What follows belongs to an exercise in optimizing a design on an open flow for small area, a short achievable clock period and few clock cycles per item; a production flow would make more cautious choices. Where RTL was checked, it was by simulation tests only, not by an equivalence proof against the original.

## dense_layer
module dense_layer #(
    parameter int NUM_INPUTS    = 4,
    parameter int NUM_OUTPUTS   = 4,
    parameter int FP_TOTAL_BITS = 16,
    parameter int FP_FRAC_BITS  = 8
) (
    input  logic                                                      clk,
    input  logic                                                      reset,
    input  logic                                                      start,
    input  logic [NUM_INPUTS-1:0][FP_TOTAL_BITS-1:0]                  input_vector,
    input  logic [NUM_OUTPUTS-1:0][NUM_INPUTS-1:0][FP_TOTAL_BITS-1:0] weight_matrix,
    input  logic [NUM_OUTPUTS-1:0][FP_TOTAL_BITS-1:0]                 bias_vector,
    output logic [NUM_OUTPUTS-1:0][FP_TOTAL_BITS-1:0]                 layer_out,
    output logic                                                      busy,
    output logic                                                      done
);
==> flow/config.mk <==
export PLATFORM = sky130hd
export DESIGN_NAME = dense_layer
export DESIGN_NICKNAME = dense_layer
export VERILOG_FILES = /design/flow/design.v
export SDC_FILE = /design/flow/constraint.sdc
export NUM_CORES = 4
export LEC_CHECK = 0
export ABC_AREA = 1
export CAP_MARGIN = 20
export CORE_MARGIN = 2
export CORE_UTILIZATION = 40
export CTS_CLUSTER_DIAMETER = 120
export CTS_CLUSTER_SIZE = 24
export SETUP_SLACK_MARGIN = 5
export SLEW_MARGIN = 20
export SYNTH_HIERARCHICAL = 1
export SYNTH_MINIMUM_KEEP_SIZE = 0
==> flow/constraint.sdc <==
create_clock -name core_clock -period 10.0 [get_ports {clk}]
set_input_delay 2.0000 -clock core_clock [delete_from_list [all_inputs] [get_ports {clk}]]
set_output_delay 2.0000 -clock core_clock [all_outputs]
set_load 0.01 [all_outputs]
standard.sh (not shown) runs the stock make flow with config.mk's settings and CLKGATE_MAP_FILE= SYNTH_SCRIPT=/design/flow/synth_recipe.tcl, a recipe that flattens the netlist after the stock synthesis.
==> flow/flow/run.sh <==
#!/bin/bash
# Own flow: the standard layout (standard.sh, unchanged synthesis), with
#  - port buffers of the smallest buffer cell instead of the default delay cell,
#  - a larger setup repair margin, so timing repair works towards a shorter period.
# Every tool writes its full output under orfs/logs/; make's own output goes to flow.log here.
set -uo pipefail
MARGIN=$(cat flow/margin.txt 2>/dev/null || echo 5)
bash standard.sh finish \
  "BUFFER_PORTS_ARGS=-buffer_cell sky130_fd_sc_hd__buf_1" \
  "SETUP_SLACK_MARGIN=$MARGIN" > flow.log 2>&1
rc=$?
cp -r orfs/logs flow_logs 2>/dev/null || true
exit $rc
==> flow/flow/margin.txt <==
5
Testbench counts at the start, summed over its fixed seeds: cycles 3,576, items 512.
Edit:
==> flow/flow/run.sh (replaced) <==
#!/bin/bash
# Own flow: the standard layout (standard.sh, unchanged synthesis), with
#  - port buffers of the smallest buffer cell instead of the default delay cell,
#  - the setup repair margin from flow/margin.txt, and any further ORFS make
#    variables listed one per line in flow/extra.txt.
# Every tool writes its full output under orfs/logs/; make's own output goes to flow.log here.
set -uo pipefail
MARGIN=$(cat flow/margin.txt 2>/dev/null || echo 5)
EXTRA=()
if [[ -f flow/extra.txt ]]; then
  while IFS= read -r line; do [[ -n "$line" ]] && EXTRA+=("$line"); done < flow/extra.txt
fi
bash standard.sh finish \
  "BUFFER_PORTS_ARGS=-buffer_cell sky130_fd_sc_hd__buf_1" \
  "SETUP_SLACK_MARGIN=$MARGIN" "${EXTRA[@]}" > flow.log 2>&1
rc=$?
cp -r orfs/logs flow_logs 2>/dev/null || true
exit $rc
==> flow/flow/extra.txt (new file) <==
SETUP_MOVE_SEQUENCE=unbuffer,sizeup,swap,buffer
==> flow/flow/margin.txt (replaced) <==
6.0
Settings changed: TNS_END_PERCENT set to 0.
=>
- die area is unchanged
- utilization rises by 2.6 points

========
dense_layer again, from the RTL that the note above started with.
==> flow/config.mk <==
export PLATFORM = sky130hd
export DESIGN_NAME = dense_layer
export DESIGN_NICKNAME = dense_layer
export VERILOG_FILES = /design/flow/design.v
export SDC_FILE = /design/flow/constraint.sdc
export NUM_CORES = 4
export LEC_CHECK = 0
export ABC_AREA = 1
export CAP_MARGIN = 20
export CORE_MARGIN = 2
export CORE_UTILIZATION = 40
export CTS_CLUSTER_DIAMETER = 120
export CTS_CLUSTER_SIZE = 24
export SETUP_SLACK_MARGIN = 5
export SLEW_MARGIN = 60
export SYNTH_HIERARCHICAL = 1
export SYNTH_MINIMUM_KEEP_SIZE = 0
==> flow/constraint.sdc <==
create_clock -name core_clock -period 10.0 [get_ports {clk}]
set_input_delay 2.0000 -clock core_clock [delete_from_list [all_inputs] [get_ports {clk}]]
set_output_delay 2.0000 -clock core_clock [all_outputs]
set_load 0.01 [all_outputs]
==> flow/flow/run.sh <==
#!/bin/bash
# Own flow: the standard layout (standard.sh, unchanged synthesis), with
#  - port buffers of the smallest buffer cell instead of the default delay cell,
#  - a larger setup repair margin, so timing repair works towards a shorter period.
# Every tool writes its full output under orfs/logs/; make's own output goes to flow.log here.
set -uo pipefail
MARGIN=$(cat flow/margin.txt 2>/dev/null || echo 5)
bash standard.sh finish \
  "BUFFER_PORTS_ARGS=-buffer_cell sky130_fd_sc_hd__buf_1" \
  "SETUP_SLACK_MARGIN=$MARGIN" > flow.log 2>&1
rc=$?
cp -r orfs/logs flow_logs 2>/dev/null || true
exit $rc
==> flow/flow/margin.txt <==
5
The starting point completed without violations.
Testbench counts at the start, summed over its fixed seeds: cycles 3,576, items 512.
Rerun with:
--- a/flow/flow/run.sh
+++ b/flow/flow/run.sh
@@ -4 +4,2 @@
-#  - a larger setup repair margin, so timing repair works towards a shorter period.
+#  - the setup repair margin from flow/margin.txt, and any further ORFS make
+#    variables listed one per line in flow/extra.txt.
@@ -7,0 +9,4 @@
+EXTRA=()
+if [[ -f flow/extra.txt ]]; then
+  while IFS= read -r line; do [[ -n "$line" ]] && EXTRA+=("$line"); done < flow/extra.txt
+fi
@@ -10 +15 @@
-  "SETUP_SLACK_MARGIN=$MARGIN" > flow.log 2>&1
+  "SETUP_SLACK_MARGIN=$MARGIN" "${EXTRA[@]}" > flow.log 2>&1
==> flow/flow/extra.txt (new file) <==
SETUP_MOVE_SEQUENCE=unbuffer,sizeup,swap,buffer,split
==> flow/flow/margin.txt (replaced) <==
6.0
--- a/flow/config.mk
+++ b/flow/config.mk
@@ -15 +15 @@
-export SLEW_MARGIN = 60
+export SLEW_MARGIN = 20
@@ -17,0 +18 @@
+export TNS_END_PERCENT = 0
Flip-flop and latch count stays the same.
Wire length goes up by 0.97%.
Count of clock-buffer cells in the layout does not change.
Design area goes up by 3.1%.
Worst setup slack improved by 330 ps.
Rerun with:
==> flow/flow/extra.txt (replaced) <==
SETUP_MOVE_SEQUENCE=unbuffer,sizeup,swap
Design area went down by a few percent.
Area after synthesis stays the same.
Worst setup slack gets worse by 99 ps.
Hold slack stays flat.
Rerun with:
--- a/flow/flow/run.sh
+++ b/flow/flow/run.sh
@@ -4,2 +4 @@
-#  - the setup repair margin from flow/margin.txt, and any further ORFS make
-#    variables listed one per line in flow/extra.txt.
+#  - a larger setup repair margin, so timing repair works towards a shorter period.
@@ -9,4 +7,0 @@
-EXTRA=()
-if [[ -f flow/extra.txt ]]; then
-  while IFS= read -r line; do [[ -n "$line" ]] && EXTRA+=("$line"); done < flow/extra.txt
-fi
@@ -15 +10 @@
-  "SETUP_SLACK_MARGIN=$MARGIN" "${EXTRA[@]}" > flow.log 2>&1
+  "SETUP_SLACK_MARGIN=$MARGIN" > flow.log 2>&1
==> flow/flow/margin.txt (replaced) <==
5.9
--- a/flow/config.mk
+++ b/flow/config.mk
@@ -18 +17,0 @@
-export TNS_END_PERCENT = 0
removed: flow/flow/extra.txt
After rerunning:
- The changed run passed the timing, design-rule and antenna checks
- count of clock-buffer cells in the layout does not change
- global-route usage stays flat
- routed wire length climbs by 0.79%
- utilization climbs by 1.0 points
- hold slack is about the same
- final area climbs by 2.3%

========
Another version of the RTL of dense_layer (not shown whole).
Size in the first run: ~4100 cells after synthesis, roughly 630 flip-flops, ~450 I/O pins, roughly 0.041 sq mm of cells after synthesis.
clock: 10.0 ns
lec_check: 0
abc_area: 1
cap_margin: 20
core_margin: 2
core_utilization: 40
cts_cluster_diameter: 120
cts_cluster_size: 24
setup_slack_margin: 5
slew_margin: 20
synth_hierarchical: 1
synth_minimum_keep_size: 0
==> flow/flow/run.sh <==
#!/bin/bash
# Own flow: the standard layout (standard.sh, unchanged synthesis), with
#  - port buffers of the smallest buffer cell instead of the default delay cell,
#  - a larger setup repair margin, so timing repair works towards a shorter period.
# Every tool writes its full output under orfs/logs/; make's own output goes to flow.log here.
set -uo pipefail
MARGIN=$(cat flow/margin.txt 2>/dev/null || echo 5)
bash standard.sh finish \
  "BUFFER_PORTS_ARGS=-buffer_cell sky130_fd_sc_hd__buf_1" \
  "SETUP_SLACK_MARGIN=$MARGIN" > flow.log 2>&1
rc=$?
cp -r orfs/logs flow_logs 2>/dev/null || true
exit $rc
==> flow/flow/margin.txt <==
5
Then changed:
Settings changed: CORE_UTILIZATION 40 to 50.
Clock skew rises by 0.0070 ns.
First-iteration DRC count falls by a little under a tenth.
Worst setup slack got worse by 0.060 ns.
Synthesized area is unchanged.
Core utilization rises by 11 points.
Then changed:
Settings changed: CORE_UTILIZATION 50 to 40, SLEW_MARGIN 20 to 60.
What happened: The new run went through all stages and came out clean. Worst setup slack stays flat. Routed wire length is higher slightly. Non-clock buffer count is higher by 67.
No functional check of the RTL was part of any run of this note.

========
== the reference run ==
RTL: one of the versions met above, not the one the previous note started from.
Size: roughly 600 flip-flops, ~40000 um^2 of cells after synthesis.
==> flow/config.mk <==
export PLATFORM = sky130hd
export DESIGN_NAME = dense_layer
export DESIGN_NICKNAME = dense_layer
export VERILOG_FILES = /design/flow/design.v
export SDC_FILE = /design/flow/constraint.sdc
export NUM_CORES = 4
export LEC_CHECK = 0
export ABC_AREA = 1
export CAP_MARGIN = 20
export CORE_MARGIN = 2
export CORE_UTILIZATION = 40
export CTS_CLUSTER_DIAMETER = 120
export CTS_CLUSTER_SIZE = 24
export SETUP_SLACK_MARGIN = 5
export SLEW_MARGIN = 20
export SYNTH_HIERARCHICAL = 1
export SYNTH_MINIMUM_KEEP_SIZE = 0
==> flow/constraint.sdc <==
create_clock -name core_clock -period 10.0 [get_ports {clk}]
set_input_delay 2.0000 -clock core_clock [delete_from_list [all_inputs] [get_ports {clk}]]
set_output_delay 2.0000 -clock core_clock [all_outputs]
set_load 0.01 [all_outputs]
==> flow/flow/margin.txt <==
6.1
Scripts as last shown in full above: flow/flow/run.sh
The reference run closes out successfully: all stages finished, all timing, DRC and antenna checks passed.
Testbench counts of the reference run, summed over its fixed seeds: cycles 3,576, items 512.
Input changes introduced in the trial run (baseline for comparison: the reference run):
==> flow/flow/margin.txt <==
5
--- a/flow/config.mk
+++ b/flow/config.mk
@@ -10,6 +10,4 @@
 export CORE_MARGIN = 2
 export CORE_UTILIZATION = 40
-export CTS_CLUSTER_DIAMETER = 120
-export CTS_CLUSTER_SIZE = 24
 export SETUP_SLACK_MARGIN = 5
 export SLEW_MARGIN = 20
--- outcome ---
The worst clock skew on the final layout was comparable across the trial run and the reference run. Going from the reference run to the trial run, number of logic inverters in the finished layout shrank by a few percent. The trial run vs the reference run, instance count: the trial run lower. Delta (the trial run minus the reference run): fraction of layout instances using a drive strength above 1 lost 10 points, global-route wire length before repair lost 1.2%. Relative to the reference run, the final area of the trial run is lower by 3300 um^2. Where final worst hold slack is concerned, the reference run is better than the trial run.

[separate check: timing with driven ports]
No port has a modelled driver above. Below, the same layouts with a new extraction and two added sets of constraints. Step 1 (the two cells are an assumption about what drives the block):
set clk [get_ports {clk}]
set_driving_cell -lib_cell sky130_fd_sc_hd__clkbuf_16 $clk
set_driving_cell -lib_cell sky130_fd_sc_hd__buf_2 [delete_from_list [all_inputs] $clk]
Step 2 adds t to the input delays and takes it off the output delays; t is the mean of the earliest and latest rising clock arrival at the registers after step 1. Input paths then give back, and output paths get back, about the clock's delay inside the block. Three values: no drivers, after step 1, after step 2; two values: the first two.
run | shift t [ns] | slack for setup (ns) | latest minus earliest clock arrival (ns) | cell pins on the clock port's net
the first run of note 1 | 0.707 | 5.803 / 5.803 / 5.803 | 0.047 / 0.047 | 1
the second run of note 1 | 0.710 | 5.922 / 5.922 / 5.922 | 0.048 / 0.048 | 1
the first run of note 2 | 0.691 | 5.649 / 5.649 / 5.649 | 0.048 / 0.048 | 1
the second run of note 2 | 0.707 | 5.975 / 5.975 / 5.975 | 0.045 / 0.046 | 1
the third run of note 2 | 0.709 | 5.876 / 5.876 / 5.876 | 0.045 / 0.045 | 1
the fourth run of note 2 | 0.708 | 5.946 / 5.946 / 5.946 | 0.049 / 0.048 | 1
the first run of note 3 | 0.675 | 5.791 / 5.791 / 5.791 | 0.030 / 0.030 | 1
the second run of note 3 | 0.724 | 5.730 / 5.730 / 5.730 | 0.037 / 0.037 | 1
the third run of note 3 | 0.681 | 5.728 / 5.728 / 5.728 | 0.028 / 0.028 | 1
the reference run | 0.710 | 6.005 / 6.005 / 6.005 | 0.047 / 0.048 | 1
the trial run | 0.708 | 5.724 / 5.724 / 5.724 | 0.044 / 0.044 | 1
After both steps every run listed still meets setup and hold.
